Context: an optimization exercise on an open-source flow, tuned for small area and a short achievable clock period. The choices shown serve that exercise and are no tape-out recipe. At most, simulation tests tie the RTL to the original design; equivalence was not proved. Power figures rest on the tool's default switching activity, not on a simulated workload.

## job 9799
Design median_filter, start of the top module:
module median_filter (
	input  logic        clk,
	input  logic        rst,
	input  logic        i_clken,
	input  logic        i_mode,
	input  logic [39:0] i_column,
	output logic [7:0]  o_median,
	output logic        o_valid
);
Size in the first run: about 1,500 cells after synthesis, ~53 I/O pins, about 23,000 µm² of cells after synthesis.
export LEC_CHECK = 0
export CAP_MARGIN = 20
export CORE_MARGIN = 2
export CORE_UTILIZATION = 55
export CTS_CLUSTER_DIAMETER = 100
export CTS_CLUSTER_SIZE = 30
export SLEW_MARGIN = 20
export SYNTH_HIERARCHICAL = 1
export SYNTH_MINIMUM_KEEP_SIZE = 0
create_clock -name core_clock -period 22.0 [get_ports {clk}]
standard.sh (not shown) runs the stock make flow with config.mk's settings and CLKGATE_MAP_FILE= SYNTH_SCRIPT=/design/flow/synth_recipe.tcl, a recipe that flattens the netlist after the stock synthesis.
==> flow/flow/run.sh <==
#!/bin/bash
# standard layout, with setup repair aiming well below the clock period
# and the smallest buffer on the ports
set -euo pipefail
bash standard.sh SETUP_SLACK_MARGIN=16.65 "BUFFER_PORTS_ARGS=-buffer_cell sky130_fd_sc_hd__buf_1" finish > standard_make.log 2>&1
Job 9799 | status: complete | timing, DRC, antenna: pass
### job 9799 -> job 9426
- CTS_CLUSTER_SIZE: 30 -> 31
- CTS_CLUSTER_DIAMETER: 100 -> 200
- CORE_UTILIZATION: 55 -> 40
==> flow/flow/run.sh <==
#!/bin/bash
# standard layout, with setup repair aiming well below the clock period
# and the smallest buffer on the ports
set -euo pipefail
bash standard.sh SETUP_SLACK_MARGIN=16.5 "BUFFER_PORTS_ARGS=-buffer_cell sky130_fd_sc_hd__buf_1" finish > standard_make.log 2>&1
--- outcome ---
Cmp job 9426 vs job 9799: vertical die dimension higher in job 9426
Every run in the comparison, job 9426 and job 9799, completed the flow with a clean layout.
Combinational power in job 9426 is about 4% lower than in job 9799
Against job 9799 as the reference, job 9426 delivers a higher non-clock buffer count.
Compared with job 9799, job 9426 shows a sum of routed wire length over all layers that is 1.1 mm lower.
The inputs of job 5518 differ from those of job 9426 as listed below.
- CTS_CLUSTER_SIZE: 31 -> 30
- CTS_CLUSTER_DIAMETER: 200 -> 100
- CORE_UTILIZATION: 40 -> 75
[summary]
Diff job 5518..job 9426 | remaining antenna violation count | unchanged
Summary of the comparison: number of global-route vias before repair is higher in job 5518, relative to job 9426.
Least setup slack across all paths after layout (lower): job 9426
Power share of the combinational group is higher on job 5518
A launch point of the worst path of o_median[2]$_DFFE_PN0P_ is what job 9426 shows, while o_median[6]$_DFFE_PN0P_ belongs to job 5518.
Looking at total number of vias across job 9426 and job 5518, the one that comes out lower is job 9426.
What job 5518 reported for number of buffers other than clock buffers in the final layout has to be multiplied by 1.10 to get the figure for job 9426.
Going from job 9426 to job 5518, number of cells traversed by the worst hold path roughly the same; upper clock frequency limit higher; minimum clock period lower.
Detailed-route wire length on metal 1 of job 5518 falls short of that of job 9426 by a few percent.
## Diff of input files: job 2520 against job 5518
- CORE_UTILIZATION changed from 75 to 40
==> flow/flow/run.sh <==
#!/bin/bash
# standard layout, with setup repair aiming well below the clock period
set -euo pipefail
bash standard.sh SETUP_SLACK_MARGIN=16.5 finish > standard_make.log 2>&1
--- outcome ---
Job 2520 vs job 5518, signed area change from the synthesized netlist to the final layout went up by 4.0 points.
Area used by multi-input combinational logic essentially unchanged between job 2520 and job 5518.
Job 2520 vs. job 5518: leakage power total went up by 0.21 nW.
Job 2520 finished all stages; the layout is clean.
Comparing met2 track utilization from global routing for job 2520 and job 5518, the smaller number came from job 2520.
Against job 5518, job 2520 reports a internal portion of total power that is higher.
Share of power burned in combinational logic on job 2520 is down relative to job 5518.
Relative to job 5518, the wire length measured on job 2520 has decreased slightly.
Core util | job 2520 vs job 5518 | job 2520 lower
The inputs of job 1897 differ from those of job 2520 as listed below.
- a change of CORE_UTILIZATION from 40 to 55
- an added PLACE_DENSITY of 0.8
==> flow/flow/run.sh <==
#!/bin/bash
# standard layout, with setup repair aiming well below the clock period
# and the smallest buffer on the ports
set -euo pipefail
bash standard.sh SETUP_SLACK_MARGIN=16.5 "BUFFER_PORTS_ARGS=-buffer_cell sky130_fd_sc_hd__buf_1" finish > standard_make.log 2>&1
[summary]
- Of the two values seen for critical path endpoint, o_median[0] was produced by job 1897 and o_median[3] by job 2520.
- For length of routed met3 wiring, dividing the value from job 2520 by the value from job 1897 gives 1.06.
- The run with more setup slack is job 1897; job 2520 has less.
- Sort job 2520 and job 1897 by leakage power desc -> top: job 2520
- Looking at sequential fraction of total cell area across job 2520 and job 1897, the one that comes out higher is job 1897.
- Comparing job 1897 against job 2520, there is no change at all in maximum net fanout on the critical path.
- Where area of all placed cells without fillers is concerned, job 2520 is outperformed by job 1897.

---

Starting RTL as in the previous note.
make LEC_CHECK=0 CAP_MARGIN=20 CORE_MARGIN=2 CORE_UTILIZATION=55 CTS_CLUSTER_DIAMETER=100 CTS_CLUSTER_SIZE=30 SETUP_SLACK_MARGIN=5 SLEW_MARGIN=20 SYNTH_HIERARCHICAL=1 SYNTH_MINIMUM_KEEP_SIZE=0 finish   # period 22.0 ns
run.sh (not shown) runs the stock make flow with config.mk's settings and CLKGATE_MAP_FILE= SYNTH_SCRIPT=/design/flow/synth_recipe.tcl, a recipe that flattens the netlist after the stock synthesis.
Stock flow here: none of the scripts above is used.
Change:
==> flow/flow/run.sh (new file) <==
#!/bin/bash
# standard layout, with setup repair aiming well below the clock period
set -euo pipefail
bash standard.sh SETUP_SLACK_MARGIN=16.0 finish > standard_make.log 2>&1
==> flow/standard.sh (new file) <==
#!/bin/bash
# synth_recipe.tcl (not shown) runs the flow's synth.tcl, then flattens the netlist and writes it again
# the make line also repeats each setting of config.mk as NAME=value (left out here)
make -C /OpenROAD-flow-scripts/flow DESIGN_CONFIG=/design/flow/config.mk WORK_HOME=/design/flow/orfs CLKGATE_MAP_FILE= SYNTH_SCRIPT=/design/flow/synth_recipe.tcl "${@:-finish}"
--- a/flow/config.mk
+++ b/flow/config.mk
@@ -9,6 +9,5 @@
 export CORE_MARGIN = 2
-export CORE_UTILIZATION = 55
+export CORE_UTILIZATION = 40
 export CTS_CLUSTER_DIAMETER = 100
 export CTS_CLUSTER_SIZE = 30
-export SETUP_SLACK_MARGIN = 5
 export SLEW_MARGIN = 20
removed: flow/run.sh
Effect: Sequential power barely changes. Worst setup slack gains 1200 ps. Design area rose by 1.9%.

---

Starting RTL as in the previous note.
clock: 22.0 ns
lec_check: 0
cap_margin: 20
core_margin: 2
core_utilization: 40
cts_cluster_diameter: 100
cts_cluster_size: 30
slew_margin: 20
synth_hierarchical: 1
synth_minimum_keep_size: 0
standard.sh (not shown) runs the stock make flow with config.mk's settings and CLKGATE_MAP_FILE= SYNTH_SCRIPT=/design/flow/synth_recipe.tcl, a recipe that flattens the netlist after the stock synthesis.
==> flow/flow/run.sh <==
#!/bin/bash
# standard layout, with setup repair aiming well below the clock period
# and the smallest buffer on the ports
set -euo pipefail
bash standard.sh SETUP_SLACK_MARGIN=16.5 "BUFFER_PORTS_ARGS=-buffer_cell sky130_fd_sc_hd__buf_1" finish > standard_make.log 2>&1
The first run completed with no timing, DRC or antenna violations.
Edit:
- CORE_UTILIZATION: 40 -> 65
After rerunning: Wire length came out lower by 1.6%. Cell area drops by 2.0%. Maximum frequency rose by 0.64%. Total power came out higher by 1.7%. Cell count goes down by 13%. Worst setup slack gains 35 ps. Flip-flop and latch count does not change. Clock-buffer cell count came out lower by 1.
Edit:
==> flow/flow/run.sh (replaced) <==
#!/bin/bash
# standard layout, with setup repair aiming well below the clock period
set -euo pipefail
bash standard.sh SETUP_SLACK_MARGIN=16.8 finish > standard_make.log 2>&1
- CORE_UTILIZATION: 65 -> 40
The new run finished clean.
Sequential cell count stays the same.
Final area came out higher by 5.4%.
Power came out higher by about 2.4%.
Combinational power is about the same.
Worst setup slack got worse by 65 ps.
Area after synthesis is unchanged.
Die area came out higher by 61%.
Global-route usage came out lower by 10 points.
Wire length came out higher by 2.3%.
Utilization came out lower by 25 points.
Via count came out lower by 1.7%.
Edit:
==> flow/flow/run.sh (replaced) <==
#!/bin/bash
# standard layout, with setup repair aiming well below the clock period
# and the smallest buffer on the ports
set -euo pipefail
bash standard.sh SETUP_SLACK_MARGIN=16.5 "BUFFER_PORTS_ARGS=-buffer_cell sky130_fd_sc_hd__buf_1" finish > standard_make.log 2>&1
- CORE_UTILIZATION: 40 -> 55
Power goes down by 2.4%.
Clock-buffer cell count goes down by 1.
Global-route usage goes up by 6.7 points.
Hold slack improves by 14 ps.
Wire length goes up by 0.60%.
Fmax goes up by 1.3%.
Setup slack improves by 73 ps.
Sequential power is about the same.
Clock skew barely changes.

---

lagoon:
Another version of the RTL of median_filter (not shown whole).
Size in the first run: ~1500 cells after synthesis, roughly 430 flip-flops, ~53 I/O pins, roughly 23000 um2 of cells after synthesis.
Settings: LEC_CHECK=0, CAP_MARGIN=20, CORE_MARGIN=2, CORE_UTILIZATION=40, CTS_CLUSTER_DIAMETER=100, CTS_CLUSTER_SIZE=30, SLEW_MARGIN=20, SYNTH_HIERARCHICAL=1, SYNTH_MINIMUM_KEEP_SIZE=0; clock period 22.0 ns.
==> flow/flow/run.sh <==
#!/bin/bash
# standard layout, with setup repair aiming well below the clock period
set -euo pipefail
bash standard.sh SETUP_SLACK_MARGIN=16.5 finish > standard_make.log 2>&1
Both conditions hold for lagoon: the flow ran to the end and the final layout passed the timing, DRC and antenna checks.
Inputs modified between lagoon and indigo:
- CORE_UTILIZATION: 40 -> 65
- CTS_CLUSTER_SIZE: 30 -> unset
- CTS_CLUSTER_DIAMETER: 100 -> unset
--- outcome ---
- Re share of cells above drive strength 1: lagoon was lower than indigo.
- indigo -> lagoon: setup slack flat
- Diff lagoon and indigo: worst hold slack lower in lagoon
- Summary of indigo over lagoon: met3 usage in global routing moved up, routed wire length increased by about 4.3% relative to the old numbers, share of total power in combinational logic now smaller.
- Relative to lagoon, the fraction of standard cell area that is sequential of indigo is lower by 1.2 points.
#### Input delta (yarrow over indigo)
- CORE_UTILIZATION now 40, was 65
Results
The final layout from yarrow, which completed every stage, passed the timing, DRC and antenna checks at the end of the flow. Against indigo, yarrow reports a flip-flop and latch share of the layout cell area that is lower. Re detail-routed net length per standard cell: yarrow is 15% down on indigo. Compared with indigo, in yarrow number of non-clock buffers went down by 7, final instance count without filler cells went up by about 14%. The run showing the smaller power is indigo. Reported net switching power went up slightly going from indigo to yarrow. Sort yarrow and indigo by design area asc -> top: indigo. Combinational power share across yarrow and indigo: no real change. In the flow results for yarrow and indigo, the design internal power is larger on yarrow.
What amber does differently from yarrow at the input level:
==> flow/flow/run.sh <==
#!/bin/bash
# standard layout, with setup repair aiming well below the clock period
set -euo pipefail
bash standard.sh SETUP_SLACK_MARGIN=17 finish > standard_make.log 2>&1
## What came out
Compared with yarrow, in amber routed wire length +about 6.6%; fmax level.
amber vs yarrow, area added between synthesis and finish went up by 7.7 points.
Non-filler instance count after layout of amber exceeds that of yarrow slightly.
The following lists how sierra was set up differently from amber:
==> flow/flow/run.sh <==
#!/bin/bash
# standard layout, with setup repair aiming well below the clock period
set -euo pipefail
bash standard.sh SETUP_SLACK_MARGIN=18 finish > standard_make.log 2>&1
--- outcome ---
Re final hold violation count: no difference whatsoever between sierra and amber.
The ratio of final minimum period to clock period was comparable across amber and sierra.
Run comparison: sierra startpoint of the worst setup timing path o_median[2]$_DFFE_PN0P_; amber startpoint of the worst setup timing path o_median[1]$_DFFE_PN0P_
Taking amber as the reference, in sierra die area held; first-pass GRT wire length shows an increase of about 15%; global routing met3 resource utilization went down; overall fraction of global-route tracks in use up 2.7 points.
Between amber and sierra, the flow reports via count of the first global-routing pass increasing by more than 10%.
Clock skew was lower in the run labelled sierra.
Function was not checked in any run of this note: the RTL went through the layout flow alone.

## what the ideal ports hide
How much do the figures lean on ideal ports? The routed layouts below were timed once more, with nothing changed but the port constraints. Step 1 sets driving cells, clkbuf_16 on the clock port and buf_2 on the other inputs (assumed; they add their load-dependent delay and slew). Step 2 times the ports against the registers' clock, not the clock port: input delays grow and output delays shrink by t, the midpoint of the rising clock arrivals with the driver on. Three values: no drivers, after step 1, after step 2; two values: the first two.
run	t, ns	slack for setup (ns)	worst setup path after step 2	latest minus earliest clock arrival (ns)
job 9799	0.603	16.523 / 16.469 / 16.134	input to register	0.026 / 0.027
job 9426	0.609	16.491 / 16.437 / 15.985	input to register	0.021 / 0.020
job 5518	0.590	16.524 / 16.473 / 16.007	input to register	0.036 / 0.036
job 2520	0.623	16.449 / 16.393 / 15.978	input to register	0.038 / 0.038
job 1897	0.597	16.515 / 16.465 / 16.009	input to register	0.023 / 0.023
the first run of note 2	0.601	14.842 / 14.844 / 14.244	input to register	0.027 / 0.027
the second run of note 2	0.624	16.061 / 16.004 / 15.663	input to register	0.038 / 0.038
the first run of note 3	0.605	16.480 / 16.425 / 15.966	input to register	0.029 / 0.030
the second run of note 3	0.586	16.515 / 16.477 / 15.956	input to register	0.020 / 0.020
the third run of note 3	0.623	16.450 / 16.394 / 16.143	input to register	0.036 / 0.035
the fourth run of note 3	0.603	16.523 / 16.470 / 15.998	input to register	0.029 / 0.029
lagoon	0.625	16.501 / 16.444 / 15.972	input to register	0.032 / 0.032
indigo	0.633	16.502 / 16.446 / 15.903	input to register	0.018 / 0.018
yarrow	0.629	16.507 / 16.454 / 16.006	input to register	0.022 / 0.023
amber	0.646	16.496 / 16.440 / 16.197	input to register	0.028 / 0.028
sierra	0.641	16.468 / 16.160 / 15.519	input to register	0.018 / 0.018
After both steps every run listed still meets setup and hold. For sierra, which loses most, drivers alone change the setup slack by -0.308 ns; drivers and shift together by -0.949 ns.
